From an optimization exercise on the open Yosys and OpenROAD flow, aimed at small area and a short achievable clock period; shortcuts taken in it are not production practice. In this exercise RTL edits were held to simulation tests only and were not proved equivalent to the original.

$ cat flow/config.mk
export PLATFORM = sky130hd
export DESIGN_NAME = md_unit
export DESIGN_NICKNAME = md_unit
export VERILOG_FILES = /design/flow/design.v
export SDC_FILE = /design/flow/constraint.sdc
export NUM_CORES = 4
export LEC_CHECK = 0
export ABC_AREA = 1
export CAP_MARGIN = 20
export CORE_MARGIN = 2
export CORE_UTILIZATION = 40
export SLEW_MARGIN = 20
export SYNTH_HIERARCHICAL = 1
export SYNTH_MINIMUM_KEEP_SIZE = 2000
$ cat flow/standard.sh
#!/bin/bash
# synth_recipe.tcl (not shown) runs the flow's synth.tcl, then flattens the netlist and writes it again
# the make line also repeats each setting of config.mk as NAME=value (left out here)
make -C /OpenROAD-flow-scripts/flow DESIGN_CONFIG=/design/flow/config.mk WORK_HOME=/design/flow/orfs CLKGATE_MAP_FILE= SYNTH_SCRIPT=/design/flow/synth_recipe.tcl "${@:-finish}"
$ cat flow/flow/abc_area.script
strash
dch
map -B 0.9
topo
stime -c
buffer -c
dnsize -c
$ cat flow/flow/run.sh
#!/bin/bash
# The standard layout (standard.sh) with these changes:
#  - synthesis maps with ORFS's ABC area script without its upsize step (flow/abc_area.script),
#  - the ports get plain buffers (buf_1) instead of delay cells,
#  - clock tree synthesis uses clkbuf_8 and no dummy loads.
# Tool output: standard_make.log here and ORFS's own logs under orfs/logs.
set -euo pipefail
W=$(pwd)
rm -rf "$W/orfs_scripts"
cp -r "$FLOW_HOME/scripts" "$W/orfs_scripts"
cp "$W/flow/abc_area.script" "$W/orfs_scripts/abc_area.script"
export SCRIPTS_DIR="$W/orfs_scripts"
export BUFFER_PORTS_ARGS="-buffer_cell sky130_fd_sc_hd__buf_1"
export CTS_ARGS="-sink_clustering_enable -repair_clock_nets -dont_use_dummy_load -buf_list sky130_fd_sc_hd__clkbuf_8"
bash standard.sh > standard_make.log 2>&1
$ cat flow/design.v
package mips_defs;
    typedef enum logic [2:0] {
        MD_NONE  = 3'd0,
        MD_MULT  = 3'd1,
        MD_MULTU = 3'd2,
        MD_DIV   = 3'd3,
        MD_DIVU  = 3'd4,
        MD_MTHI  = 3'd5,
        MD_MTLO  = 3'd6
    } md_op_e;
endpackage
module md_add35 (
    input  logic [34:0] x,
    input  logic [34:0] y,
    input  logic        ci,
    output logic [34:0] s
);
    logic [35:0] g, p;
    logic [34:0] h;
    always_comb begin
        g[0] = ci;
        p[0] = 1'b0;
        for (int i = 0; i < 35; i++) begin
            g[i+1] = x[i] & y[i];
            p[i+1] = x[i] ^ y[i];
            h[i]   = x[i] ^ y[i];
        end
        for (int l = 1; l < 36; l = l * 2)
            for (int i = 2 * l - 1; i < 36; i += 2 * l) begin
                g[i] = g[i] | (p[i] & g[i-l]);
                p[i] = p[i] & p[i-l];
            end
        for (int l = 16; l >= 1; l = l / 2)
            for (int i = 3 * l - 1; i < 36; i += 2 * l) begin
                g[i] = g[i] | (p[i] & g[i-l]);
                p[i] = p[i] & p[i-l];
            end
        for (int i = 0; i < 35; i++) s[i] = h[i] ^ g[i];
    end
endmodule
module md_cneg (
    input  logic [31:0] x,
    input  logic        en,
    output logic [31:0] y
);
    logic [32:0] c;
    always_comb begin
        c[0] = en;
        for (int i = 0; i < 32; i++) begin
            y[i]   = (x[i] ^ en) ^ c[i];
            c[i+1] = (x[i] ^ en) & c[i];
        end
    end
endmodule
module md_step (
    input  logic        dvj,      
    input  logic [33:0] u,
    input  logic [32:0] ms,       
    input  logic        nz,
    input  logic        two,
    input  logic        negm,     
    input  logic        bneg,     
    input  logic        qp,       
    input  logic        qin,      
    output logic [34:0] s,        
    output logic        q,        
    output logic [33:0] un        
);
    logic [34:0] m35, x, y;
    logic        neg;
    assign neg = dvj ? (qp ^ bneg) : negm;
    assign m35 = {{2{ms[32]}}, ms};
    assign y   = ((two ? {m35[33:0], 1'b0} : m35) & {35{nz}}) ^ {35{neg}};
    assign x   = {u[33], u};
    md_add35 u_add (.x(x), .y(y), .ci(neg), .s(s));
    assign q  = ~s[34];
    assign un = dvj ? {s[32:0], qin} : {s[34], s[34:2]};
endmodule
module md_dp (
    input  logic        busy,
    input  logic        dv,
    input  logic        sg,
    input  logic [3:0]  cnt,
    input  logic        bprev,
    input  logic        aneg_r,
    input  logic [31:0] m,
    input  logic [33:0] ph,
    input  logic [31:0] pl,
    input  logic [31:0] hi,
    input  logic [31:0] lo,
    output logic        last,
    output logic [33:0] ph_n,
    output logic [31:0] pl_n,
    output logic        bprev_n,
    output logic        aneg_n,
    output logic [31:0] hi_r,
    output logic [31:0] lo_r
);
    logic first;
    assign first = (cnt == 4'd0);
    assign last  = dv ? (cnt == 4'd9) : (cnt == 4'd4);
    logic [32:0] ms;
    logic        a_neg, b_neg, div_zero;
    assign ms       = {sg & m[31], m};
    assign b_neg    = sg & m[31];
    assign div_zero = (m == 32'd0);
    assign a_neg    = first ? (sg & pl[31]) : aneg_r;
    logic [31:0] pl_neg, rem_neg;
    md_cneg u_negq (.x(pl), .en(first ? a_neg : (aneg_r ^ b_neg)), .y(pl_neg));
    md_cneg u_negr (.x(s[0][32:1]), .en(aneg_r), .y(rem_neg));
    logic       fix;
    logic [3:0] dvj, nz, two, negm, qp, qin;
    assign fix = dv & (cnt == 4'd9);
    always_comb begin
        for (int j = 0; j < 4; j++) begin
            logic b2, b1, b0;
            b2 = pl[2*j+1];
            b1 = pl[2*j];
            b0 = (j == 0) ? bprev : pl[2*j-1];
            dvj[j] = dv & ~fix;
            if (dv) begin
                nz[j]   = (j == 0) ? (~fix | ph[33]) : 1'b1;
                two[j]  = fix;
                negm[j] = b_neg;
            end else if (cnt == 4'd4) begin
                nz[j]   = (j == 0) & ~sg & bprev;
                two[j]  = 1'b0;
                negm[j] = 1'b0;
            end else begin
                nz[j]   = (b1 ^ b0) | (b2 ^ b1);
                two[j]  = ~(b1 ^ b0);
                negm[j] = b2 & ~(b1 & b0);
            end
            qin[j] = pl[30-j];
        end
    end
    logic [33:0] u [0:4];
    logic [34:0] s [0:3];
    logic [3:0]  q;
    assign u[0] = ph;
    assign qp   = {q[2:0], ~ph[33]};
    for (genvar j = 0; j < 4; j++) begin : g_step
        md_step u_step (
            .dvj(dvj[j]), .u(u[j]), .ms(ms), .nz(nz[j]), .two(two[j]), .negm(negm[j]),
            .bneg(b_neg), .qp(qp[j]), .qin(qin[j]), .s(s[j]), .q(q[j]), .un(u[j+1])
        );
    end
    always_comb begin
        hi_r = hi;
        lo_r = lo;
        if (busy && last && !dv) begin
            hi_r = s[0][31:0];
            lo_r = pl;
        end else if (busy && last && !div_zero) begin
            hi_r = rem_neg;
            lo_r = pl_neg;
        end
    end
    always_comb begin
        bprev_n = bprev;
        aneg_n  = aneg_r;
        if (dv) begin
            if (first) begin
                aneg_n = a_neg;
                pl_n   = pl_neg;
                ph_n   = {33'd0, pl_neg[31]};
            end else begin
                ph_n = u[4];
                pl_n = {pl[27:0], q[0], q[1], q[2], q[3]};
            end
        end else begin
            ph_n    = u[4];
            pl_n    = {s[3][1:0], s[2][1:0], s[1][1:0], s[0][1:0], pl[31:8]};
            bprev_n = pl[7];
        end
    end
endmodule
module md_unit (
    input  logic        clk,
    input  logic        reset,
    input  logic        start,
    input  logic        cancel,
    input  logic [2:0]  op,
    input  logic [31:0] a,
    input  logic [31:0] b,
    output logic        busy,
    output logic [31:0] hi,
    output logic [31:0] lo
);
    logic        idle;      
    logic        dv;        
    logic        sg;        
    logic [3:0]  cnt;       
    logic        bprev;     
    logic        aneg_r;    
    logic [31:0] m;         
    logic [33:0] ph;        
    logic [31:0] pl;        
    logic        last, bprev_n, aneg_n;
    logic [33:0] ph_n;
    logic [31:0] pl_n, hi_r, lo_r;
    md_dp u_dp (
        .busy(!idle), .dv(dv), .sg(sg), .cnt(cnt), .bprev(bprev), .aneg_r(aneg_r),
        .m(m), .ph(ph), .pl(pl), .hi(hi), .lo(lo),
        .last(last), .ph_n(ph_n), .pl_n(pl_n), .bprev_n(bprev_n), .aneg_n(aneg_n),
        .hi_r(hi_r), .lo_r(lo_r)
    );
    logic go, mthi, mtlo;
    assign go   = start && !cancel && idle;
    assign mthi = go && (op == 3'd5);
    assign mtlo = go && (op == 3'd6);
    logic run;
    assign run = go && (op != 3'd0) && (op[2:1] != 2'b11) && (op != 3'd5);
    always_ff @(posedge clk) begin
        if (reset) begin
            busy <= 1'b0;
            idle <= 1'b1;
            hi   <= '0;
            lo   <= '0;
        end else begin
            hi <= mthi ? a : hi_r;
            lo <= mtlo ? a : lo_r;
            if (!idle) begin
                busy <= !last;
                idle <= last;
            end else begin
                busy <= run;
                idle <= !run;
            end
        end
    end
    always_ff @(posedge clk) begin
        if (idle) begin
            m     <= b;
            pl    <= a;
            ph    <= '0;
            cnt   <= '0;
            bprev <= 1'b0;
            dv    <= op[2] | (op[1] & op[0]);    
            sg    <= (op == 3'd1) || (op == 3'd3);
        end else begin
            cnt    <= cnt + 4'd1;
            ph     <= ph_n;
            pl     <= pl_n;
            bprev  <= bprev_n;
            aneg_r <= aneg_n;
        end
    end
endmodule
$ cat flow/constraint.sdc
create_clock -name core_clock -period 100.0 [get_ports {clk}]
set_input_delay 20.0000 -clock core_clock [delete_from_list [all_inputs] [get_ports {clk}]]
set_output_delay 20.0000 -clock core_clock [all_outputs]
set_load 0.01 [all_outputs]
==> results of run 1 <==
-- area by class of cell --
cell class / count / area (sq um)
clock buffers: 17 / 234.0
fillers: 5219 / 27920
inverters: 350 / 1316
multi-input cells: 2181 / 13870
flip-flops and latches: 172 / 3797
well taps: 622 / 778.2
repair buffers: 164 / 728.2
-- layout by cell type, fill, tap and decap left out, drive strengths merged, types with 2 or more instances in the layout --
cell,count
nor3,4
o221ai,2
nand3,112
xnor2,48
fa,68
a211oi,10
nand3b,2
o21bai,2
o21a,6
buf,164
or2,10
nand4,23
a21oi,185
nor4,4
nand2,496
o211ai,39
a221oi,8
clkbuf,17
o22ai,26
ha,194
clkinv,6
o21ai,344
dfxtp,137
edfxtp,35
xor2,219
a2111oi,3
o211a,3
nor2,306
inv,344
o2111ai,2
a31oi,47
a21o,15
-- routing by layer --
layer	vias up	part of all wire
met2	682	0.46
met1	9268	0.45
met3	109	0.060
met5	-	0
li1	9424	-
met4	0	0.033
-- Yosys stat by module (local to each module, per instance) --
| module | flip-flops and latches | area, sq um | cells |
|---|---|---|---|
| md_dp | 0 | 13740 | 2202 |
| md_unit | 172 | 5822 | 668 |
-- worst register-to-register path: cells and delay by family, from the launching register on --
kind / cells / cell delay (ns)
xor gates and xnor gates: 5 / 1.58
DFF: 1 / 0.61
buffers and inverters: 17 / 4.11
and+or+nand+nor: 43 / 5.39
AOI/OAI and AO/OA: 13 / 3.49
adders and majority gates: 8 / 2.93
-- logic make-up (layout without fill, tap and decap cells) --
| logic type | Yosys count | after routing | share of synthesized area |
|---|---|---|---|
| AO/OA/AOI/OAI | 695 | 695 | 0.1960 |
| XOR/XNOR | 267 | 267 | 0.1195 |
| adder cells (fa/ha/maj) | 262 | 262 | 0.1937 |
| buffers and inverters | 517 | 531 | 0.1005 |
| AND/OR/NAND/NOR | 957 | 957 | 0.1963 |
| flip-flops | 172 | 172 | 0.1939 |
-- per-stage QoR --
stage / utilization / setup slack, ns / std cells
after floorplan: - / 79.17 / 2870
after global placement: 0.4211 / 78.70 / 3489
after detailed placement: 0.4211 / 78.65 / 3489
after CTS: 0.4259 / 78.72 / 3506
after global routing: 0.4261 / 78.73 / 3506
final: 0.4261 / 78.76 / 3506
-- Yosys cell counts --
master	number	area, sq um
sky130_fd_sc_hd__edfxtp_1	35	1051
sky130_fd_sc_hd__nor4_1	4	25.02
sky130_fd_sc_hd__inv_2	3	11.26
sky130_fd_sc_hd__dfxtp_1	137	2743
sky130_fd_sc_hd__o211ai_1	39	292.8
sky130_fd_sc_hd__ha_1	194	2427
sky130_fd_sc_hd__nand2_1	495	1858
sky130_fd_sc_hd__clkbuf_1	130	488.0
sky130_fd_sc_hd__clkinv_1	3	11.26
sky130_fd_sc_hd__inv_1	344	1291
sky130_fd_sc_hd__a211oi_1	10	75.07
sky130_fd_sc_hd__a21o_1	15	112.6
sky130_fd_sc_hd__nand3_1	112	560.5
sky130_fd_sc_hd__o2111ai_1	2	17.52
sky130_fd_sc_hd__o221a_2	1	11.26
sky130_fd_sc_hd__buf_2	20	100.1
sky130_fd_sc_hd__a31oi_1	47	294.0
sky130_fd_sc_hd__fa_1	68	1361
sky130_fd_sc_hd__o22ai_1	26	162.7
sky130_fd_sc_hd__a2111oi_0	3	26.28
sky130_fd_sc_hd__o21a_1	6	45.04
sky130_fd_sc_hd__o21ai_0	344	1722
sky130_fd_sc_hd__nor2_1	306	1149
sky130_fd_sc_hd__a221o_1	1	10.01
sky130_fd_sc_hd__a221oi_1	8	70.07
sky130_fd_sc_hd__a21boi_0	1	7.510
sky130_fd_sc_hd__nand2_2	1	6.260
sky130_fd_sc_hd__nand3b_1	2	15.01
sky130_fd_sc_hd__a21oi_1	185	925.9
sky130_fd_sc_hd__or2_2	10	62.56
sky130_fd_sc_hd__xor2_1	219	1918
sky130_fd_sc_hd__o221ai_1	2	17.52
sky130_fd_sc_hd__buf_1	17	63.81
sky130_fd_sc_hd__xnor2_1	48	420.4
sky130_fd_sc_hd__o211a_1	3	30.03
sky130_fd_sc_hd__o21bai_1	2	15.01
sky130_fd_sc_hd__nand4_1	23	143.9
sky130_fd_sc_hd__nor3_1	4	20.02
-- worst max path at each step --
stage                  end  slack, ns  depth (start not counted)
finish               hi[1]      78.76                          1
global route          busy      78.73                          1
CTS                  hi[1]      78.72                          1
detailed placement    idle      78.65                          7
global placement      idle      78.70                          7
floorplan           lo[10]      79.17                          6
-- sequential cells by signal, indices dropped and copies added (netlist names) --
name / flops
ph: 34
hi: 32
lo: 32
m: 32
pl: 32
cnt: 4
aneg_r: 1
bprev: 1
busy: 1
dv: 1
idle: 1
sg: 1
==> impl_summary.txt, run 1 <==
----------------------------------------------------
[Setup path]
  Worst setup startpoint ... hi[1]
  Category of the worst setup path launch point ... flip-flop
  Top cell family by delay on the critical path ... flip-flops
  Maximum fanout along the worst path ... 2
  Crit Path Class ... reg -> out
  Slowest Stage Delay on Critical Path ... ~0.48 ns
  Reg2reg setup slack ... ~80 ns
  Reg2Reg Launch Point ... m[31]
  Arrival time at the worst endpoint ... ~1.2 ns
  Critical path data required time ... approximately 80 ns
  Number of buffer and inverter stages on the critical path ... 1
  Worst R2R Path Depth ... 86
  Critical Path End Type ... output pin
  Endpoint of the lowest-slack register-to-register path ... ph[33]
  Slowest stage cell, crit path ... sky130_fd_sc_hd__dfxtp_1
  Ordered cell list for the critical path ... buf_1

[Global route]
  Met3 global-route usage ... 0.03207
  Number of global-route vias before repair ... between 15000 and 20000
  Congestion Overflow GR ... 0
  Wire length of the first global-routing pass ... about 100 mm
  Met1 GRT Util ... 0.3593
  Number of antenna violations at the first check in global routing ... 0
  Layer carrying the most global-route usage ... met2
  Maximum number of pins on one net before global-route repair ... ~130
  Met2 usage ... 0.4314
  Global Route Usage Sum ... 0.2651

[Detailed routing]
  Post-detailed-route count of antenna-violating nets ... 0
  DRC Markers ... 0
  Number of vias per cell after detailed routing ... ~5.6
  DR WL/cell ... ~19 um
  Detailed Routing Iterations Pass 1 ... 6
  Vias post-DR ... between 15000 and 20000
  Drt total wl ... 67.51 mm
  Iteration-0 DRC count of the detailed router ... approximately 1800

[Floorplanning]
  Area enclosed by the die boundary ... slightly above 50000 sq um
  Die Wd ... around 230 um
  Placeable core region ... approximately 49000 sq um
  Die span in y ... approximately 230 um
  Initial core utilization ... 0.4021
  Num ports ... around 140
  Std-Cell Rows ... 81

[Synth]
  Syn Area/Cell ... about 6.8 sq um
  Post-synthesis instance area ... a little under 20000 sq um
  Number of synthesized register bits ... 172
  Synthesized instance count ... ~2900
  Count of synthesis-stage warnings from yosys ... 13
  Proportion of synthesized chip area in sequential cells ... 0.1939
  Post-synthesis cell type count ... 38
  Net count after synthesis ... 3203

[CTS]
  Maximum clock insertion buffer count ... 2
  Total number of H-tree levels ... 4
  Cells resized by post-CTS repair ... 0
  Clock tree from TritonCTS ... yes
  CTS Root Cell ... sky130_fd_sc_hd__clkbuf_8
  Num Clock Sinks ... roughly 170
  Number of buffers added to fix hold violations after cts ... 0
  # Post-CTS Setup Buffers ... 0
  Reg clk slew, reported paths ... 0.10 ns
  Clock latency at the later pin of the worst-skew pair ... around 0.58 ns
  Clock buffer count from CTS ... 17

[STA]
  Minimum clock period ... between 20 and 25 ns
  Max-slew headroom ... 0.2998
  Maximum achievable frequency ... between 40 and 50 MHz
  Number of endpoints with negative hold slack in the final report ... 0
  RSZ-0062 raised after global routing ... no
  Setup total negative slack ... 0 ns
  Final hold slack ... around 0.50 ns
  Max-slew violations ... 0
  Clock Skew ... between 0.04 and 0.05 ns
  Part of the cycle the worst path needs ... 0.2124
  Slew of the pin with the lowest slew margin ... 1.024 ns
  Final setup vio count ... 0

[Hold path]
  Start point of the worst hold path ... cnt[0]
  Worst hold path depth ... 1
  Worst hold path class ... reg -> reg
  Sink of the worst hold path ... cnt[0]

[Status]
  Outcome ... complete, no violations

[Cells and area]
  Share of cells above drive strength 1 ... 0.02809
  Post-layout net count ... between 3000 and 4000
  Area Overhead vs Synth ... 5.961%
  Finished Cell Area ... 20730 sq um
  Inserted Diodes ... 0

[Placed design]
  Final weighted congestion of routability-driven global placement ... 0.9280
  Placement-stage cell area ... roughly 20000 sq um
  Port Buf Inserts ... around 140
  DP HPWL ... 49.56 mm

[Flow run]
  Max capacitance violation total ... 0

----------------------------------------------------
==> run 2: changes to the inputs <==
--- a/flow/flow/run.sh
+++ b/flow/flow/run.sh
@@ -13,3 +13,3 @@
 export BUFFER_PORTS_ARGS="-buffer_cell sky130_fd_sc_hd__buf_1"
-export CTS_ARGS="-sink_clustering_enable -repair_clock_nets -dont_use_dummy_load -buf_list sky130_fd_sc_hd__clkbuf_8"
+export CTS_ARGS="-sink_clustering_enable -repair_clock_nets -dont_use_dummy_load -root_buf sky130_fd_sc_hd__clkbuf_16 -buf_list sky130_fd_sc_hd__clkbuf_8"
 bash standard.sh > standard_make.log 2>&1
==> impl_summary.txt, run 2 <==
----------------------------------------------------
[Setup path]
  Reg2reg setup slack ... 81.87 ns (about the same)
  Slowest stage cell, crit path ... sky130_fd_sc_hd__dfxtp_1
  Ordered cell list for the critical path ... buf_1
  Arrival time at the worst endpoint ... 1.13 ns (-0.11 ns)
  Endpoint of the lowest-slack register-to-register path ... ph[33]
  Top cell family by delay on the critical path ... flip-flops
  Slowest Stage Delay on Critical Path ... 0.48 ns (about the same)
  Crit Path Class ... reg -> out
  Critical path data required time ... 80.00 ns (about the same)
  Maximum fanout along the worst path ... 2 (unchanged)
  Critical Path End Type ... output pin
  Category of the worst setup path launch point ... flip-flop
  Worst R2R Path Depth ... 86 (unchanged)
  Number of buffer and inverter stages on the critical path ... 1 (unchanged)
  Reg2Reg Launch Point ... m[31]

[STA]
  Part of the cycle the worst path needs ... 0.2113 (-0.001092)
  Setup total negative slack ... 0 ns (unchanged)
  Slew of the pin with the lowest slew margin ... 0.9729 ns (-0.05084 ns)
  Max-slew headroom ... 0.3346 (+0.03477)
  Final hold slack ... 0.5041 ns (+0.006915 ns)
  Clock Skew ... 0.04256 ns (-0.0005490 ns)
  Max-slew violations ... 0 (unchanged)
  Post-route worst setup slack ... 78.87 ns (+0.1092 ns)
  Maximum achievable frequency ... 47.33 MHz (+0.52%)
  Number of endpoints with negative hold slack in the final report ... 0 (unchanged)
  Final setup vio count ... 0 (unchanged)
  RSZ-0062 raised after global routing ... no
  Minimum clock period ... 21.13 ns (-0.1092 ns)

[Synth]
  Net count after synthesis ... 3203 (unchanged)
  Count of synthesis-stage warnings from yosys ... 13 (unchanged)
  Async set or reset register ratio after synthesis ... 0 (unchanged)
  Syn Area/Cell ... 6.816 sq um (unchanged)
  Proportion of synthesized chip area in sequential cells ... 0.1939 (unchanged)
  Area fraction of the dominant cell type after synthesis ... 0.1402 (unchanged)
  Post-synthesis cell type count ... 38 (unchanged)
  Most frequent cells after synthesis ... sky130_fd_sc_hd__nand2_1 (495), sky130_fd_sc_hd__inv_1 (344), sky130_fd_sc_hd__o21ai_0 (344)
  Post-synthesis instance area ... 19560 sq um (unchanged)
  Most area-hungry cell type in the Yosys netlist ... sky130_fd_sc_hd__dfxtp_1
  Number of enable-type register cells in the synthesized netlist ... 35 (unchanged)
  Synthesized instance count ... 2870 (unchanged)
  Number of synthesized register bits ... 172 (unchanged)
  Area contributors post-synth ... sky130_fd_sc_hd__dfxtp_1 (14%), sky130_fd_sc_hd__ha_1 (12%), sky130_fd_sc_hd__xor2_1 (9.8%)
  Dominant cell by count in the synthesized netlist ... sky130_fd_sc_hd__nand2_1
  Leading register cell type out of synthesis ... sky130_fd_sc_hd__dfxtp_1

[Hold path]
  Sink of the worst hold path ... cnt[0]
  Worst hold path depth ... 1 (unchanged)
  Worst hold path class ... reg -> reg
  Start point of the worst hold path ... cnt[0]

[Cells and area]
  Number of flip-flops under the largest register name ... 34 (unchanged)
  Post-layout net count ... 3219 (unchanged)
  Finished Cell Area ... 20740 sq um (about the same)
  Share of cells above drive strength 1 ... 0.02809 (unchanged)
  Post-layout instance count excluding filler cells ... 3506 (unchanged)
  Largest Register ... ph
  Most common cell after layout, fill and taps aside ... sky130_fd_sc_hd__nand2_1
  Core utilization of the finished layout ... 0.4263 (about the same)
  Most used cells in the layout excluding fill and tap cells ... sky130_fd_sc_hd__nand2_1 (487), sky130_fd_sc_hd__o21ai_0 (344), sky130_fd_sc_hd__inv_1 (340)
  Area Overhead vs Synth ... 6.019% (about the same)
  Inserted Diodes ... 0 (unchanged)

[Global route]
  Global Route Usage Sum ... 0.2651 (unchanged)
  Congestion Overflow GR ... 0 (unchanged)
  Wire length of the first global-routing pass ... 104.5 mm (unchanged)
  Number of antenna violations at the first check in global routing ... 0 (unchanged)
  Number of global-route vias before repair ... 18795 (unchanged)
  Maximum number of pins on one net before global-route repair ... 127 (unchanged)

[Detailed routing]
  Drt total wl ... 67.49 mm (about the same)
  Iteration-0 DRC count of the detailed router ... 1806 (+0.67%)
  Number of vias per cell after detailed routing ... 5.576 (+0.35%)
  DRC Markers ... 0 (unchanged)
  Post-detailed-route count of antenna-violating nets ... 0 (unchanged)
  Vias post-DR ... 19551 (+0.35%)
  Detailed Routing Iterations Pass 1 ... 8 (+2)
  DR WL/cell ... 19.25 um (about the same)

[Placed design]
  Placement-stage cell area ... 20480 sq um (unchanged)
  DP HPWL ... 49.56 mm (unchanged)
  Instance count after placement with tap cells included ... 3489 (unchanged)
  Placement-stage worst setup slack ... 78.65 ns (unchanged)
  Port Buf Inserts ... 135 (unchanged)
  Final weighted congestion of routability-driven global placement ... 0.9280 (unchanged)

[CTS]
  Clock tree from TritonCTS ... yes
  Total number of H-tree levels ... 4 (unchanged)
  Clock latency at the later pin of the worst-skew pair ... 0.46 ns (-0.12 ns)
  Num Clock Sinks ... 172 (unchanged)
  Number of buffers added to fix hold violations after cts ... 0 (unchanged)
  Cells resized by post-CTS repair ... 0 (unchanged)
  Clock buffer count from CTS ... 17 (unchanged)
  Maximum clock insertion buffer count ... 2 (unchanged)
  CTS Root Cell ... sky130_fd_sc_hd__clkbuf_16
  Reg clk slew, reported paths ... 0.10 ns (about the same)
  # Post-CTS Setup Buffers ... 0 (unchanged)

[Flow run]
  Max capacitance violation total ... 0 (unchanged)

[Floorplanning]
  Initial core utilization ... 0.4021 (unchanged)
  Placeable core region ... 48650 sq um (unchanged)
  Std-Cell Rows ... 81 (unchanged)
  Num ports ... 136 (unchanged)
  Die span in y ... 225.1 um (unchanged)
  Die Wd ... 225.1 um (unchanged)
  Area enclosed by the die boundary ... 50690 sq um (unchanged)

[Status]
  Outcome ... complete, no violations

----------------------------------------------------
-- run 2: logic make-up (layout without fill, tap and decap cells) --
group | after synthesis | after routing | share of synthesized area
AO/OA/AOI/OAI | 695 | 695 | 0.1960
XOR/XNOR | 267 | 267 | 0.1195
adder cells (fa/ha/maj) | 262 | 262 | 0.1937
buffers and inverters | 517 | 531 | 0.1005
flip-flops | 172 | 172 | 0.1939
AND/OR/NAND/NOR | 957 | 957 | 0.1963
-- run 2: metal layers --
metal	vias up	share of wire	routed length, um	GRT usage
met3	113	0.061	4107	0.03207
met4	0	0.033	2230	0.09998
met5	-	0	0	0
met2	716	0.46	31060	0.4314
li1	9428	-	-	-
met1	9294	0.45	30090	0.3593
-- run 2: worst max-delay path by stage --
| stage | from | endpoint | slack, ns | cells after the start |
|---|---|---|---|---|
| 3_5_place_dp | start | idle | 78.65 | 7 |
| 4_1_cts | hi[1] | hi[1] | 78.85 | 1 |
| 5_1_grt | busy | busy | 78.85 | 1 |
| 6_report | hi[1] | hi[1] | 78.87 | 1 |
| 3_3_place_gp | start | idle | 78.70 | 7 |
| 2_1_floorplan | op[1] | lo[10] | 79.17 | 6 |
-- run 2: layout make-up --
type | count | area, sq um
fill | 5216 | 27910
clock buffer | 17 | 245.2
sequential | 172 | 3797
inverter | 350 | 1316
tap | 622 | 778.2
multi-input combinational | 2181 | 13870
timing repair buffer | 164 | 728.2
-- run 2: Yosys stat by module (local to each module, per instance) --
module	cell area, sq um	flops+latches	times used
md_unit	5822	172	1
md_dp	13740	0	1
==> run 3: changes to the inputs <==
--- a/flow/flow/run.sh
+++ b/flow/flow/run.sh
@@ -4,3 +4,3 @@
 #  - the ports get plain buffers (buf_1) instead of delay cells,
-#  - clock tree synthesis uses clkbuf_8 and no dummy loads.
+#  - clock tree synthesis uses a clkbuf_16 root, clkbuf_8 elsewhere, and no dummy loads.
 # Tool output: standard_make.log here and ORFS's own logs under orfs/logs.
==> impl_summary.txt, run 3 <==
----------------------------------------------------
[Status]
  Outcome ... complete, no violations

[Cells and area]
  Finished Cell Area ... 20740 sq um (unchanged)
  Most used cells in the layout excluding fill and tap cells ... sky130_fd_sc_hd__nand2_1 (487), sky130_fd_sc_hd__o21ai_0 (344), sky130_fd_sc_hd__inv_1 (340)
  Multi-input gate area in the final layout ... 13870 sq um (unchanged)
  Largest Register ... ph
  Post-layout net count ... 3219 (unchanged)
  Inserted Diodes ... 0 (unchanged)
  Share of cells above drive strength 1 ... 0.02809 (unchanged)
  Register cell area after layout ... 3797 sq um (unchanged)
  Most common cell after layout, fill and taps aside ... sky130_fd_sc_hd__nand2_1
  Area Overhead vs Synth ... 6.019% (unchanged)
  Core utilization of the finished layout ... 0.4263 (unchanged)
  Fill cells ... 5216 (unchanged)
  Post-layout instance count excluding filler cells ... 3506 (unchanged)
  Number of flip-flops under the largest register name ... 34 (unchanged)

[Global route]
  Met3 global-route usage ... 0.03207 (unchanged)
  Layer carrying the most global-route usage ... met2
  Number of global-route vias before repair ... 18795 (unchanged)
  Wire length of the first global-routing pass ... 104.5 mm (unchanged)
  Congestion Overflow GR ... 0 (unchanged)
  Maximum number of pins on one net before global-route repair ... 127 (unchanged)
  Met1 GRT Util ... 0.3593 (unchanged)
  Global Route Usage Sum ... 0.2651 (unchanged)
  Number of antenna violations at the first check in global routing ... 0 (unchanged)
  Met2 usage ... 0.4314 (unchanged)

[STA]
  Setup total negative slack ... 0 ns (unchanged)
  Max-slew headroom ... 0.3346 (unchanged)
  Clock Skew ... 0.04256 ns (unchanged)
  Final setup vio count ... 0 (unchanged)
  Part of the cycle the worst path needs ... 0.2113 (unchanged)
  Final hold slack ... 0.5041 ns (unchanged)
  Max-slew violations ... 0 (unchanged)
  Slew of the pin with the lowest slew margin ... 0.9729 ns (unchanged)
  Post-route worst setup slack ... 78.87 ns (unchanged)
  Number of endpoints with negative hold slack in the final report ... 0 (unchanged)
  Minimum clock period ... 21.13 ns (unchanged)
  Maximum achievable frequency ... 47.33 MHz (unchanged)
  RSZ-0062 raised after global routing ... no

[Synth]
  Syn Area/Cell ... 6.816 sq um (unchanged)
  Area contributors post-synth ... sky130_fd_sc_hd__dfxtp_1 (14%), sky130_fd_sc_hd__ha_1 (12%), sky130_fd_sc_hd__xor2_1 (9.8%)
  Count of synthesis-stage warnings from yosys ... 13 (unchanged)
  Post-synthesis instance area ... 19560 sq um (unchanged)
  Proportion of synthesized chip area in sequential cells ... 0.1939 (unchanged)
  Most frequent cells after synthesis ... sky130_fd_sc_hd__nand2_1 (495), sky130_fd_sc_hd__inv_1 (344), sky130_fd_sc_hd__o21ai_0 (344)
  Async set or reset register ratio after synthesis ... 0 (unchanged)
  Net count after synthesis ... 3203 (unchanged)
  Dominant cell by count in the synthesized netlist ... sky130_fd_sc_hd__nand2_1
  Leading register cell type out of synthesis ... sky130_fd_sc_hd__dfxtp_1
  Number of enable-type register cells in the synthesized netlist ... 35 (unchanged)
  Most area-hungry cell type in the Yosys netlist ... sky130_fd_sc_hd__dfxtp_1
  Synthesized instance count ... 2870 (unchanged)
  Area fraction of the dominant cell type after synthesis ... 0.1402 (unchanged)
  Number of synthesized register bits ... 172 (unchanged)
  Post-synthesis cell type count ... 38 (unchanged)

[Setup path]
  Critical path data required time ... 80.00 ns (about the same)
  Crit Path Class ... reg -> out
  Slowest stage cell, crit path ... sky130_fd_sc_hd__dfxtp_1
  Number of buffer and inverter stages on the critical path ... 1 (unchanged)
  Maximum fanout along the worst path ... 2 (unchanged)
  Arrival time at the worst endpoint ... 1.13 ns (about the same)
  Critical Path End Type ... output pin
  Slowest Stage Delay on Critical Path ... 0.48 ns (about the same)
  Top cell family by delay on the critical path ... flip-flops
  Ordered cell list for the critical path ... buf_1
  Category of the worst setup path launch point ... flip-flop

[Floorplanning]
  Die span in y ... 225.1 um (unchanged)
  Die Wd ... 225.1 um (unchanged)
  Initial core utilization ... 0.4021 (unchanged)
  Num ports ... 136 (unchanged)
  Placeable core region ... 48650 sq um (unchanged)
  Area enclosed by the die boundary ... 50690 sq um (unchanged)
  Std-Cell Rows ... 81 (unchanged)

[Detailed routing]
  Vias post-DR ... 19551 (unchanged)
  Drt total wl ... 67.49 mm (unchanged)
  Detailed Routing Iterations Pass 1 ... 8 (unchanged)
  Number of vias per cell after detailed routing ... 5.576 (unchanged)
  Post-detailed-route count of antenna-violating nets ... 0 (unchanged)
  Iteration-0 DRC count of the detailed router ... 1806 (unchanged)
  DRC Markers ... 0 (unchanged)
  DR WL/cell ... 19.25 um (unchanged)

[Placed design]
  DP HPWL ... 49.56 mm (unchanged)
  Port Buf Inserts ... 135 (unchanged)
  Instance count after placement with tap cells included ... 3489 (unchanged)
  Placement-stage worst setup slack ... 78.65 ns (unchanged)
  Final weighted congestion of routability-driven global placement ... 0.9280 (unchanged)
  Placement-stage cell area ... 20480 sq um (unchanged)

[Hold path]
  Worst hold path class ... reg -> reg

[CTS]
  Num Clock Sinks ... 172 (unchanged)
  Maximum clock insertion buffer count ... 2 (unchanged)
  Clock latency at the later pin of the worst-skew pair ... 0.46 ns (about the same)
  Number of buffers added to fix hold violations after cts ... 0 (unchanged)
  Reg clk slew, reported paths ... 0.10 ns (about the same)
  CTS Root Cell ... sky130_fd_sc_hd__clkbuf_16
  Clock tree from TritonCTS ... yes
  # Post-CTS Setup Buffers ... 0 (unchanged)
  Cells resized by post-CTS repair ... 0 (unchanged)
  Clock buffer count from CTS ... 17 (unchanged)
  Total number of H-tree levels ... 4 (unchanged)

[Flow run]
  Max capacitance violation total ... 0 (unchanged)

----------------------------------------------------
run 3: cell counts in the layout (fill, tap and decap cells not counted):
No cell type changed its count.
run 3: layer usage:
| layer | wire length (um) | share of wire |
|---|---|---|
| met5 | 0 | 0 |
| met4 | 2230 | 0.033 |
| met3 | 4107 | 0.061 |
| met2 | 31060 | 0.46 |
| met1 | 30090 | 0.45 |
run 3: logic make-up (layout without fill, tap and decap cells):
| family | count (synthesis) | in the layout | share of synthesized area |
|---|---|---|---|
| AOI/OAI and AO/OA | 695 | 695 | 0.1960 |
| xor gates and xnor gates | 267 | 267 | 0.1195 |
| adders and majority gates | 262 | 262 | 0.1937 |
| buffers and inverters | 517 | 531 | 0.1005 |
| DFF | 172 | 172 | 0.1939 |
| and+or+nand+nor | 957 | 957 | 0.1963 |
run 3: layout make-up:
cell class                      count  share of cell area
Multi-Input combinational cell   2181              0.6690
Sequential cell                   172              0.1831
Inverter                          350             0.06347
Clock buffer                       17             0.01183
Tap cell                          622             0.03753
Timing Repair Buffer              164             0.03511
run 3: worst paths after layout:
path,from,end,slack (ns),depth (start not counted)
min,cnt[0],cnt[0],0.50,1
max reg2reg,m[31],ph[33],81.87,86
max,hi[1],hi[1],78.87,1
min reg2reg,cnt[0],cnt[0],0.50,1
run 3: Yosys stat by module (local to each module, per instance):
module | copies in the design | cells
md_dp | 1 | 2202
md_unit | 1 | 668
==> run 4: changes to the inputs <==
--- a/flow/design.v
+++ b/flow/design.v
@@ -108,3 +108,3 @@
     logic [31:0] pl_neg, rem_neg;
-    md_cneg u_negq (.x(pl), .en(first ? a_neg : (aneg_r ^ b_neg)), .y(pl_neg));
+    md_cneg u_negq (.x(pl), .en(dv & (first ? a_neg : (aneg_r ^ b_neg))), .y(pl_neg));
     md_cneg u_negr (.x(s[0][32:1]), .en(aneg_r), .y(rem_neg));
@@ -150,7 +150,4 @@
         lo_r = lo;
-        if (busy && last && !dv) begin
-            hi_r = s[0][31:0];
-            lo_r = pl;
-        end else if (busy && last && !div_zero) begin
-            hi_r = rem_neg;
+        if (busy && last && (!dv || !div_zero)) begin
+            hi_r = dv ? rem_neg : s[0][31:0];
             lo_r = pl_neg;
--- a/flow/config.mk
+++ b/flow/config.mk
@@ -10,3 +10,3 @@
 export CORE_MARGIN = 2
-export CORE_UTILIZATION = 40
+export CORE_UTILIZATION = 60
 export SLEW_MARGIN = 20
==> impl_summary.txt, run 4 <==
----------------------------------------------------
[Status]
  Outcome ... complete, no violations

[Synth]
  Area fraction of the dominant cell type after synthesis ... 0.1410 (+0.0008299)
  Number of synthesized register bits ... 172 (unchanged)
  Async set or reset register ratio after synthesis ... 0 (unchanged)
  Count of synthesis-stage warnings from yosys ... 13 (unchanged)
  Number of enable-type register cells in the synthesized netlist ... 35 (unchanged)
  Net count after synthesis ... 3138 (-2.0%)
  Area contributors post-synth ... sky130_fd_sc_hd__dfxtp_1 (14%), sky130_fd_sc_hd__ha_1 (12%), sky130_fd_sc_hd__xor2_1 (9.9%)
  Dominant cell by count in the synthesized netlist ... sky130_fd_sc_hd__nand2_1
  Leading register cell type out of synthesis ... sky130_fd_sc_hd__dfxtp_1
  Proportion of synthesized chip area in sequential cells ... 0.1951 (+0.001148)
  Most area-hungry cell type in the Yosys netlist ... sky130_fd_sc_hd__dfxtp_1
  Post-synthesis cell type count ... 36 (-5.3%)
  Most frequent cells after synthesis ... sky130_fd_sc_hd__nand2_1 (462), sky130_fd_sc_hd__inv_1 (344), sky130_fd_sc_hd__o21ai_0 (321)
  Synthesized instance count ... 2805 (-2.3%)
  Post-synthesis instance area ... 19450 sq um (-0.59%)
  Syn Area/Cell ... 6.933 sq um (+1.7%)

[Floorplanning]
  Std-Cell Rows ... 65 (-20%)
  Placeable core region ... 31720 sq um (-35%)
  Die span in y ... 184.0 um (-18%)
  Die Wd ... 184.0 um (-18%)
  Num ports ... 136 (unchanged)
  Initial core utilization ... 0.6131 (+0.2110)
  Area enclosed by the die boundary ... 33870 sq um (-33%)

[CTS]
  Cells resized by post-CTS repair ... 0 (unchanged)
  Number of buffers added to fix hold violations after cts ... 0 (unchanged)
  Maximum clock insertion buffer count ... 2 (unchanged)
  # Post-CTS Setup Buffers ... 0 (unchanged)
  Clock latency at the later pin of the worst-skew pair ... 0.41 ns (-0.05 ns)
  Num Clock Sinks ... 172 (unchanged)
  CTS Root Cell ... sky130_fd_sc_hd__clkbuf_16
  Clock buffer count from CTS ... 17 (unchanged)
  Reg clk slew, reported paths ... 0.10 ns (about the same)
  Total number of H-tree levels ... 4 (unchanged)
  Clock tree from TritonCTS ... yes

[Detailed routing]
  DRC Markers ... 0 (unchanged)
  Detailed Routing Iterations Pass 1 ... 8 (unchanged)
  Drt total wl ... 63.93 mm (-5.3%)
  Iteration-0 DRC count of the detailed router ... 2078 (+15%)
  Post-detailed-route count of antenna-violating nets ... 0 (unchanged)
  DR WL/cell ... 19.79 um (+2.8%)
  Number of vias per cell after detailed routing ... 5.961 (+6.9%)
  Vias post-DR ... 19253 (-1.5%)

[Hold path]
  Worst hold path class ... reg -> reg

[STA]
  Final setup vio count ... 0 (unchanged)
  Minimum clock period ... 21.00 ns (-0.1276 ns)
  Part of the cycle the worst path needs ... 0.2100 (-0.001276)
  Post-route worst setup slack ... 79.00 ns (+0.1276 ns)
  Slew of the pin with the lowest slew margin ... 1.047 ns (+0.07451 ns)
  Max-slew violations ... 0 (unchanged)
  Setup total negative slack ... 0 ns (unchanged)
  Clock Skew ... 0.04002 ns (-0.002546 ns)
  Max-slew headroom ... 0.2837 (-0.05096)
  Number of endpoints with negative hold slack in the final report ... 0 (unchanged)
  Maximum achievable frequency ... 47.62 MHz (+0.61%)
  RSZ-0062 raised after global routing ... no

[Global route]
  Congestion Overflow GR ... 0 (unchanged)
  Number of antenna violations at the first check in global routing ... 0 (unchanged)
  Number of global-route vias before repair ... 18119 (-3.6%)
  Maximum number of pins on one net before global-route repair ... 94 (-26%)
  Global Route Usage Sum ... 0.3820 (+0.1168)
  Wire length of the first global-routing pass ... 100.1 mm (-4.2%)

[Placed design]
  Port Buf Inserts ... 135 (unchanged)
  DP HPWL ... 46.69 mm (-5.8%)
  Instance count after placement with tap cells included ... 3211 (-8.0%)
  Placement-stage worst setup slack ... 78.66 ns (+0.005900 ns)
  Final weighted congestion of routability-driven global placement ... 0.9624 (+3.7%)

[Cells and area]
  Post-layout net count ... 3161 (-1.8%)
  Post-layout instance count excluding filler cells ... 3230 (-7.9%)
  Largest Register ... ph
  Share of cells above drive strength 1 ... 0.03963 (+0.01155)
  Fill cells ... 3004 (-42%)
  Most used cells in the layout excluding fill and tap cells ... sky130_fd_sc_hd__nand2_1 (454), sky130_fd_sc_hd__inv_1 (341), sky130_fd_sc_hd__o21ai_0 (321)
  Number of flip-flops under the largest register name ... 34 (unchanged)
  Most common cell after layout, fill and taps aside ... sky130_fd_sc_hd__nand2_1
  Area Overhead vs Synth ... 4.684%

[Setup path]
  Crit Path Class ... reg -> out
  Critical Path End Type ... output pin
  Number of buffer and inverter stages on the critical path ... 1 (unchanged)
  Critical path data required time ... 80.00 ns (about the same)
  Maximum fanout along the worst path ... 2 (unchanged)
  Category of the worst setup path launch point ... flip-flop
  Slowest stage cell, crit path ... sky130_fd_sc_hd__dfxtp_1
  Top cell family by delay on the critical path ... flip-flops
  Slowest Stage Delay on Critical Path ... 0.41 ns (-0.07 ns)
  Ordered cell list for the critical path ... buf_1
  Arrival time at the worst endpoint ... 1.00 ns (-0.13 ns)

[Flow run]
  Max capacitance violation total ... 0 (unchanged)

----------------------------------------------------
-- run 4: cell count changes after synthesis, moves of 4 or more --
cell	before	now
sky130_fd_sc_hd__mux2_2	0	32
sky130_fd_sc_hd__a31oi_1	47	12
sky130_fd_sc_hd__o21ai_0	344	321
sky130_fd_sc_hd__nand3_1	112	116
sky130_fd_sc_hd__nand2_1	495	462
sky130_fd_sc_hd__o22ai_1	26	0
sky130_fd_sc_hd__o31ai_1	0	30
sky130_fd_sc_hd__nand4_1	23	19
sky130_fd_sc_hd__clkbuf_1	130	121
sky130_fd_sc_hd__xnor2_1	48	44
-- run 4: area by class of cell --
class / count / area [sq um] / area share
Timing Repair Buffer: 164 / 724.4 / 0.03559
Antenna cell: 2 / 5.005 / 0.0002459
Sequential cell: 172 / 3797 / 0.1865
Tap cell: 402 / 503.0 / 0.02471
Multi-Input combinational cell: 2124 / 13770 / 0.6764
Inverter: 349 / 1313 / 0.06447
Clock buffer: 17 / 245.2 / 0.01205
-- run 4: cell families (layout without fill, tap and decap cells) --
family | Yosys count | in the layout | synth area share
simple gates | 929 | 929 | 0.1922
mux | 32 | 32 | 0.01853
xor+xnor | 263 | 263 | 0.1185
compound gates | 638 | 638 | 0.1813
flops | 172 | 172 | 0.1951
other cells | 0 | 2 | 0
buf+inv | 509 | 530 | 0.09967
fa+ha+maj | 262 | 262 | 0.1948
-- run 4: stage by stage --
stage / hold slack, ns / utilization / cell area (sq um)
after CTS: 0.5119 / 0.6416 / 20350
final: 0.5019 / 0.6418 / 20360
after detailed placement: 0.4908 / 0.6339 / 20110
after global routing: 0.5519 / 0.6417 / 20350
after floorplan: 0.4373 / - / 19450
after global placement: 0.4611 / 0.6339 / 20110
-- run 4: metal layers --
layer	GRT usage	vias up	wire, um
met5	0	-	0
met4	0.1488	0	2688
met1	0.5242	8933	27110
met2	0.5884	969	27750
met3	0.07944	141	6378
li1	-	9210	-
-- run 4: modules after synthesis (local to each module, per instance) --
module / cells / flops+latches / times used
md_dp: 2137 / 0 / 1
md_unit: 668 / 172 / 1
-- run 4: path summary, 6_finish.rpt --
path / start / endpoint / slack, ns / cells after the start
hold / removal: cnt[0] / cnt[0] / 0.50 / 1
setup / recovery: hi[1] / hi[1] / 79.00 / 1
hold reg to reg: cnt[0] / cnt[0] / 0.50 / 1
setup reg to reg: m[31] / pl[0] / 80.90 / 86
==> run 5: changes to the inputs <==
--- a/flow/config.mk
+++ b/flow/config.mk
@@ -10,3 +10,3 @@
 export CORE_MARGIN = 2
-export CORE_UTILIZATION = 60
+export CORE_UTILIZATION = 40
 export SLEW_MARGIN = 20
==> impl_summary.txt, run 5 <==
----------------------------------------------------
[Status]
  Outcome ... complete, no violations

[Setup path]
  Arrival time at the worst endpoint ... 1.06 ns (+0.06 ns)
  Crit Path Class ... reg -> out
  Maximum fanout along the worst path ... 2 (unchanged)
  Category of the worst setup path launch point ... flip-flop
  Slowest Stage Delay on Critical Path ... 0.43 ns (+0.02 ns)
  Top cell family by delay on the critical path ... flip-flops
  Number of buffer and inverter stages on the critical path ... 1 (unchanged)
  Ordered cell list for the critical path ... buf_1
  Critical Path End Type ... output pin
  Critical path data required time ... 80.00 ns (about the same)
  Slowest stage cell, crit path ... sky130_fd_sc_hd__dfxtp_1

[Synth]
  Most area-hungry cell type in the Yosys netlist ... sky130_fd_sc_hd__dfxtp_1
  Area contributors post-synth ... sky130_fd_sc_hd__dfxtp_1 (14%), sky130_fd_sc_hd__ha_1 (12%), sky130_fd_sc_hd__xor2_1 (9.9%)
  Synthesized instance count ... 2805 (unchanged)
  Number of enable-type register cells in the synthesized netlist ... 35 (unchanged)
  Synth Area in Compound Gates ... 0.1813 (unchanged)
  Area share of fa/ha/maj cells after synthesis ... 0.1948 (unchanged)
  Syn Area/Cell ... 6.933 sq um (unchanged)
  Dominant cell by count in the synthesized netlist ... sky130_fd_sc_hd__nand2_1
  Post-synthesis cell type count ... 36 (unchanged)
  Parity-gate share of the synthesized area counting xor and xnor cells ... 0.1185 (unchanged)
  Area fraction of the dominant cell type after synthesis ... 0.1410 (unchanged)
  Proportion of synthesized chip area in sequential cells ... 0.1951 (unchanged)
  Count of synthesis-stage warnings from yosys ... 13 (unchanged)
  Largest family of logic cells by synthesized area ... adder cells
  Net count after synthesis ... 3138 (unchanged)
  Most frequent cells after synthesis ... sky130_fd_sc_hd__nand2_1 (462), sky130_fd_sc_hd__inv_1 (344), sky130_fd_sc_hd__o21ai_0 (321)
  Post-synthesis instance area ... 19450 sq um (unchanged)
  Leading register cell type out of synthesis ... sky130_fd_sc_hd__dfxtp_1
  Async set or reset register ratio after synthesis ... 0 (unchanged)
  Number of synthesized register bits ... 172 (unchanged)
  Simple-gate share of the synthesized area ... 0.1922 (unchanged)
  Multiplexer share of the synthesized area ... 0.01853 (unchanged)

[Global route]
  Maximum number of pins on one net before global-route repair ... 98 (+4.3%)
  Number of global-route vias before repair ... 18329 (+1.2%)
  Global Route Usage Sum ... 0.2670 (-0.1150)
  Number of antenna violations at the first check in global routing ... 1 (+1)
  Congestion Overflow GR ... 0 (unchanged)
  Wire length of the first global-routing pass ... 103.9 mm (+3.8%)

[CTS]
  Clock buffer count from CTS ... 17 (unchanged)
  Reg clk slew, reported paths ... 0.10 ns (about the same)
  Cells resized by post-CTS repair ... 0 (unchanged)
  Clock latency at the later pin of the worst-skew pair ... 0.46 ns (+0.05 ns)
  Total number of H-tree levels ... 4 (unchanged)
  Number of buffers added to fix hold violations after cts ... 0 (unchanged)
  CTS Root Cell ... sky130_fd_sc_hd__clkbuf_16
  Clock tree from TritonCTS ... yes
  Maximum clock insertion buffer count ... 2 (unchanged)
  Num Clock Sinks ... 172 (unchanged)
  # Post-CTS Setup Buffers ... 0 (unchanged)

[STA]
  Final setup vio count ... 0 (unchanged)
  Minimum clock period ... 21.06 ns (+0.05640 ns)
  Max-slew violations ... 0 (unchanged)
  Setup total negative slack ... 0 ns (unchanged)
  Maximum achievable frequency ... 47.49 MHz (-0.27%)
  Clock Skew ... 0.04984 ns (+0.009827 ns)
  Final hold slack ... 0.4849 ns (-0.01700 ns)
  Slew of the pin with the lowest slew margin ... 1.162 ns (+0.1145 ns)
  Number of endpoints with negative hold slack in the final report ... 0 (unchanged)
  Part of the cycle the worst path needs ... 0.2106 (+0.0005640)
  RSZ-0062 raised after global routing ... no
  Post-route worst setup slack ... 78.94 ns (-0.05640 ns)
  Max-slew headroom ... 0.2053 (-0.07832)

[Cells and area]
  Most used cells in the layout excluding fill and tap cells ... sky130_fd_sc_hd__nand2_1 (454), sky130_fd_sc_hd__inv_1 (341), sky130_fd_sc_hd__o21ai_0 (321)
  Number of flip-flops under the largest register name ... 34 (unchanged)
  Inserted Diodes ... 0 (-2)
  Largest Register ... ph
  Share of cells above drive strength 1 ... 0.03929 (-0.0003400)
  Area Overhead vs Synth ... 5.990%
  Most common cell after layout, fill and taps aside ... sky130_fd_sc_hd__nand2_1
  Post-layout net count ... 3160 (-0.032%)

[Placed design]
  Final weighted congestion of routability-driven global placement ... 0.9130 (-5.1%)
  Port Buf Inserts ... 135 (unchanged)
  Placement-stage worst setup slack ... 78.64 ns (-0.01540 ns)
  DP HPWL ... 49.91 mm (+6.9%)

[Floorplanning]
  Num ports ... 136 (unchanged)
  Std-Cell Rows ... 80 (+23%)
  Area enclosed by the die boundary ... 50400 sq um (+49%)
  Initial core utilization ... 0.4064 (-0.2067)
  Die Wd ... 224.5 um (+22%)
  Die span in y ... 224.5 um (+22%)
  Placeable core region ... 47850 sq um (+51%)

[Detailed routing]
  Post-detailed-route count of antenna-violating nets ... 0 (unchanged)
  Vias post-DR ... 18867 (-2.0%)
  DR WL/cell ... 19.39 um (-2.0%)
  Drt total wl ... 66.72 mm (+4.4%)
  Number of vias per cell after detailed routing ... 5.485 (-8.0%)
  Detailed Routing Iterations Pass 1 ... 5 (-3)
  DRC Markers ... 0 (unchanged)
  Iteration-0 DRC count of the detailed router ... 1763 (-15%)

[Hold path]
  Worst hold path class ... reg -> reg

[Flow run]
  Max capacitance violation total ... 0 (unchanged)

----------------------------------------------------
-- run 5: cell counts after synthesis --
Identical to the previous run, type by type.
-- run 5: layer usage --
| layer | vias to the layer above | routed length [um] | track usage |
|---|---|---|---|
| li1 | 9202 | - | - |
| met1 | 8933 | 29200 | 0.3525 |
| met2 | 615 | 31340 | 0.4421 |
| met3 | 115 | 3906 | 0.03579 |
| met4 | 2 | 2251 | 0.1040 |
| met5 | - | 13 | 0 |
-- run 5: area by class of cell --
cell class                      instances  area, sq um
Tap cell                              615        769.5
Sequential cell                       172         3797
Inverter                              349         1313
Multi-Input combinational cell       2124        13770
Clock buffer                           17        245.2
Timing Repair Buffer                  163        716.9
Fill cell                            5059        27230
-- run 5: final timing paths --
| path | start | endpoint | slack (ns) | cells past startpoint |
|---|---|---|---|---|
| min | cnt[0] | cnt[0] | 0.48 | 1 |
| min reg2reg | cnt[0] | cnt[0] | 0.48 | 1 |
| max | hi[4] | hi[4] | 78.94 | 1 |
| max reg2reg | dv | ph[28] | 81.76 | 85 |
-- run 5: cell families (layout without fill, tap and decap cells) --
kind of cell / Yosys count / in the layout
simple gates: 929 / 929
compound gates: 638 / 638
buf+inv: 509 / 529
xor+xnor: 263 / 263
fa+ha+maj: 262 / 262
flops: 172 / 172
mux: 32 / 32
-- run 5: Yosys stat by module (local to each module, per instance) --
module	cells	flops+latches	area, sq um
md_dp	2137	0	13620
md_unit	668	172	5822
-- run 5: stage by stage --
step           std cells    util  instance area (sq um)
2_1_floorplan       2805       -                  19450
3_3_place_gp        3423  0.4256                  20360
3_5_place_dp        3423  0.4256                  20360
4_1_cts             3440  0.4308                  20610
5_1_grt             3440  0.4308                  20610
6_report            3440  0.4308                  20610
==> run 6: changes to the inputs <==
--- a/flow/design.v
+++ b/flow/design.v
@@ -45,8 +45,8 @@
 );
-    logic [32:0] c;
-    always_comb begin
-        c[0] = en;
+    logic [32:0] o;      
+    always_comb begin
+        o[0] = 1'b0;
         for (int i = 0; i < 32; i++) begin
-            y[i]   = (x[i] ^ en) ^ c[i];
-            c[i+1] = (x[i] ^ en) & c[i];
+            y[i]   = x[i] ^ (en & o[i]);
+            o[i+1] = o[i] | x[i];
         end
==> impl_summary.txt, run 6 <==
----------------------------------------------------
[Cells and area]
  Most common cell after layout, fill and taps aside ... sky130_fd_sc_hd__nand2_1
  Share of cells above drive strength 1 ... 0.02776 (-0.01153)
  Post-layout net count ... 3085 (-2.4%)
  Most used cells in the layout excluding fill and tap cells ... sky130_fd_sc_hd__nand2_1 (518), sky130_fd_sc_hd__o21ai_0 (342), sky130_fd_sc_hd__inv_1 (334)
  Largest Register ... ph
  Fill cells ... 4958 (-2.0%)
  Inserted Diodes ... 0 (unchanged)
  Area Overhead vs Synth ... 6.169%
  Number of flip-flops under the largest register name ... 34 (unchanged)
  Post-layout instance count excluding filler cells ... 3417 (-0.67%)

[Setup path]
  Slowest Stage Delay on Critical Path ... 0.92 ns (+0.49 ns)
  Number of buffer and inverter stages on the critical path ... 17 (+16)
  Arrival time at the worst endpoint ... 21.57 ns (+20.51 ns)
  Slowest stage cell, crit path ... sky130_fd_sc_hd__a32oi_4
  Crit Path Class ... reg -> reg
  Most used cell along the critical path ... sky130_fd_sc_hd__nand2_1
  Worst R2R Path Depth ... 85 (unchanged)
  Reg2Reg Launch Point ... dv
  Category of the worst setup path launch point ... flip-flop
  Reg2reg setup slack ... 78.80 ns (-2.96 ns)
  Critical Path End Type ... flip-flop
  Maximum fanout along the worst path ... 66 (+64)
  Endpoint of the lowest-slack register-to-register path ... ph[33]
  Top cell family by delay on the critical path ... compound AO/OA/AOI/OAI gates
  Critical path data required time ... 100.37 ns (+20.37 ns)

[Synth]
  Dominant cell by count in the synthesized netlist ... sky130_fd_sc_hd__nand2_1
  Simple-gate share of the synthesized area ... 0.2134 (+0.02125)
  Async set or reset register ratio after synthesis ... 0 (unchanged)
  Proportion of synthesized chip area in sequential cells ... 0.2020 (+0.006901)
  Most frequent cells after synthesis ... sky130_fd_sc_hd__nand2_1 (520), sky130_fd_sc_hd__o21ai_0 (342), sky130_fd_sc_hd__inv_1 (337)
  Net count after synthesis ... 3061 (-2.5%)
  Multiplexer share of the synthesized area ... 0 (-0.01853)
  Post-synthesis instance area ... 18780 sq um (-3.4%)
  Area share of fa/ha/maj cells after synthesis ... 0.1617 (-0.03308)
  Synth Area in Compound Gates ... 0.2027 (+0.02140)
  Number of enable-type register cells in the synthesized netlist ... 35 (unchanged)
  Synthesized instance count ... 2788 (-0.61%)
  Count of synthesis-stage warnings from yosys ... 13 (unchanged)
  Syn Area/Cell ... 6.737 sq um (-2.8%)
  Area contributors post-synth ... sky130_fd_sc_hd__dfxtp_1 (15%), sky130_fd_sc_hd__nand2_1 (10%), sky130_fd_sc_hd__o21ai_0 (9.1%)
  Number of synthesized register bits ... 172 (unchanged)
  Leading register cell type out of synthesis ... sky130_fd_sc_hd__dfxtp_1
  Most area-hungry cell type in the Yosys netlist ... sky130_fd_sc_hd__dfxtp_1
  Parity-gate share of the synthesized area counting xor and xnor cells ... 0.1161 (-0.002338)
  Largest family of logic cells by synthesized area ... simple AND/OR/NAND/NOR gates
  Post-synthesis cell type count ... 42 (+17%)
  Area fraction of the dominant cell type after synthesis ... 0.1460 (+0.004989)

[CTS]
  Total number of H-tree levels ... 4 (unchanged)
  Num Clock Sinks ... 172 (unchanged)
  Clock latency at the later pin of the worst-skew pair ... 0.46 ns (about the same)
  Reg clk slew, reported paths ... 0.11 ns (about the same)
  CTS Root Cell ... sky130_fd_sc_hd__clkbuf_16
  Number of buffers added to fix hold violations after cts ... 0 (unchanged)
  Maximum clock insertion buffer count ... 2 (unchanged)
  Clock buffer count from CTS ... 17 (unchanged)
  Clock tree from TritonCTS ... yes
  Cells resized by post-CTS repair ... 0 (unchanged)
  # Post-CTS Setup Buffers ... 0 (unchanged)

[Global route]
  Maximum number of pins on one net before global-route repair ... 80 (-18%)
  Wire length of the first global-routing pass ... 98.68 mm (-5.1%)
  Congestion Overflow GR ... 0 (unchanged)
  Global Route Usage Sum ... 0.2629 (-0.004029)
  Number of global-route vias before repair ... 17716 (-3.3%)
  Number of antenna violations at the first check in global routing ... 0 (-1)

[STA]
  Maximum achievable frequency ... 47.17 MHz (-0.67%)
  Max-slew headroom ... 0.2723 (+0.06698)
  Final setup vio count ... 0 (unchanged)
  Slew of the pin with the lowest slew margin ... 1.092 ns (-0.07043 ns)
  Number of endpoints with negative hold slack in the final report ... 0 (unchanged)
  Clock Skew ... 0.04327 ns (-0.006572 ns)
  RSZ-0062 raised after global routing ... no
  Setup total negative slack ... 0 ns (unchanged)
  Minimum clock period ... 21.20 ns (+0.1426 ns)
  Part of the cycle the worst path needs ... 0.2120 (+0.001426)
  Max-slew violations ... 0 (unchanged)

[Detailed routing]
  Iteration-0 DRC count of the detailed router ... 1707 (-3.2%)
  DR WL/cell ... 18.66 um (-3.8%)
  Number of vias per cell after detailed routing ... 5.538 (+0.97%)
  Vias post-DR ... 18922 (+0.29%)
  Post-detailed-route count of antenna-violating nets ... 0 (unchanged)
  DRC Markers ... 0 (unchanged)
  Drt total wl ... 63.78 mm (-4.4%)
  Detailed Routing Iterations Pass 1 ... 5 (unchanged)

[Floorplanning]
  Placeable core region ... 46460 sq um (-2.9%)
  Std-Cell Rows ... 79 (-1.3%)
  Area enclosed by the die boundary ... 48700 sq um (-3.4%)
  Initial core utilization ... 0.4043 (-0.002151)
  Num ports ... 136 (unchanged)
  Die Wd ... 220.7 um (-1.7%)
  Die span in y ... 220.7 um (-1.7%)

[Hold path]
  Worst hold path class ... reg -> reg
  Worst hold path depth ... 1 (unchanged)
  Start point of the worst hold path ... cnt[0]
  Sink of the worst hold path ... cnt[0]

[Status]
  Outcome ... complete, no violations

[Placed design]
  Port Buf Inserts ... 135 (unchanged)
  Final weighted congestion of routability-driven global placement ... 0.9456 (+3.6%)
  DP HPWL ... 47.51 mm (-4.8%)
  Instance count after placement with tap cells included ... 3400 (-0.67%)

[Flow run]
  Max capacitance violation total ... 0 (unchanged)

----------------------------------------------------
## run 6: changes by cell type after synthesis, sizes merged, moves of 17 or more
| cell | previous run | this run |
|---|---|---|
| xnor2 | 44 | 91 |
| nor2 | 308 | 260 |
| mux2 | 32 | 0 |
| xor2 | 219 | 158 |
| nand3 | 116 | 133 |
| nor3 | 4 | 25 |
| o221ai | 1 | 31 |
| ha | 194 | 134 |
| o21ai | 321 | 343 |
| nand2 | 462 | 520 |
| o31ai | 30 | 2 |
## run 6: modules after synthesis, one instance, submodules excluded
module	flip-flops and latches	cells inside	cell area, sq um	times used
md_dp	0	2120	12960	1
md_unit	172	668	5822	1
## run 6: cell type report
class                   count  area [sq um]  area share
inverters                 343          1290     0.06469
well taps                 607         759.5     0.03809
repair buffers            162         709.4     0.03558
multi-input cells        2116         13140      0.6589
flip-flops and latches    172          3797      0.1904
clock buffers              17         245.2     0.01230
## run 6: cell families after synthesis
kind of cell / Yosys count
and+or+nand+nor: 984
DFF: 172
xor gates and xnor gates: 249
AOI/OAI and AO/OA: 681
adders and majority gates: 202
buffers and inverters: 500
## run 6: worst max-delay path by stage
| stage | startpoint | endpoint | slack (ns) | depth (start not counted) |
|---|---|---|---|---|
| 3_5_place_dp | start | hi[18] | 78.59 | 7 |
| 5_1_grt | dv | ph[28] | 76.99 | 86 |
| 6_report | dv | ph[33] | 78.80 | 85 |
| 2_1_floorplan | op[1] | lo[10] | 79.17 | 6 |
| 3_3_place_gp | start | hi[28] | 78.63 | 7 |
| 4_1_cts | dv | ph[33] | 78.83 | 85 |
## run 6: worst register-to-register path: cells and delay by family (launching register included)
family                   cells  cell delay (ns)
AND/OR/NAND/NOR             33             4.30
buffers and inverters       17             4.81
XOR/XNOR                     4             1.12
AO/OA/AOI/OAI               23             7.29
flip-flops                   1             0.34
adder cells (fa/ha/maj)      8             3.26
## run 6: per-layer routing
metal  track usage  part of all wire  vias up
met5             0                 0        -
met4        0.1244             0.046        0
met3       0.04591             0.067      142
met2        0.4168              0.45      722
met1        0.3468              0.43     8844
li1              -                 -     9214
## run 6: per-stage QoR
stage / util / setup slack [ns] / area, sq um / hold slack [ns]
2_1_floorplan: - / 79.17 / 18780 / 0.4372
3_3_place_gp: 0.4239 / 78.63 / 19690 / 0.4566
3_5_place_dp: 0.4239 / 78.59 / 19690 / 0.4644
4_1_cts: 0.4292 / 78.83 / 19940 / 0.4925
5_1_grt: 0.4292 / 76.99 / 19940 / 0.5528
6_report: 0.4292 / 78.80 / 19940 / 0.4846

## port drivers added, routing unchanged
The flow's constraints put no driver on any port. The routed layouts listed below were extracted and timed again, unchanged, in two steps. Step 1 assumes that a clkbuf_16 drives the clock port and a buf_2 every other input. Step 2 adds t to the input delays and takes it off the output delays; t is the mean of the earliest and latest rising clock arrival at the registers after step 1. Input paths then give back, and output paths get back, about the clock's delay inside the block. Slacks: no drivers / after step 1 / after step 2; pairs: no drivers / after step 1.
| run | t (ns) | setup WS [ns] | worst hold slack (ns) | worst slew at a driven data input, ns |
|---|---|---|---|---|
| run 1 | 0.613 | 78.764 / 78.707 / 78.527 | 0.497 / 0.497 / 0.497 | 0.05 |
| run 2 | 0.504 | 78.873 / 78.812 / 78.522 | 0.504 / 0.504 / 0.504 | 0.05 |
| run 3 | 0.504 | 78.873 / 78.812 / 78.522 | 0.504 / 0.504 / 0.504 | 0.05 |
| run 4 | 0.451 | 79.001 / 78.945 / 78.605 | 0.502 / 0.502 / 0.502 | 0.05 |
| run 5 | 0.493 | 78.944 / 78.890 / 78.628 | 0.485 / 0.485 / 0.485 | 0.05 |
| run 6 | 0.495 | 78.802 / 78.802 / 78.499 | 0.485 / 0.485 / 0.485 | 0.05 |
After both steps setup and hold are still met in every run listed. The setup slack of run 4, which loses most, moves by -0.056 ns with the drivers and by -0.396 ns with both steps.
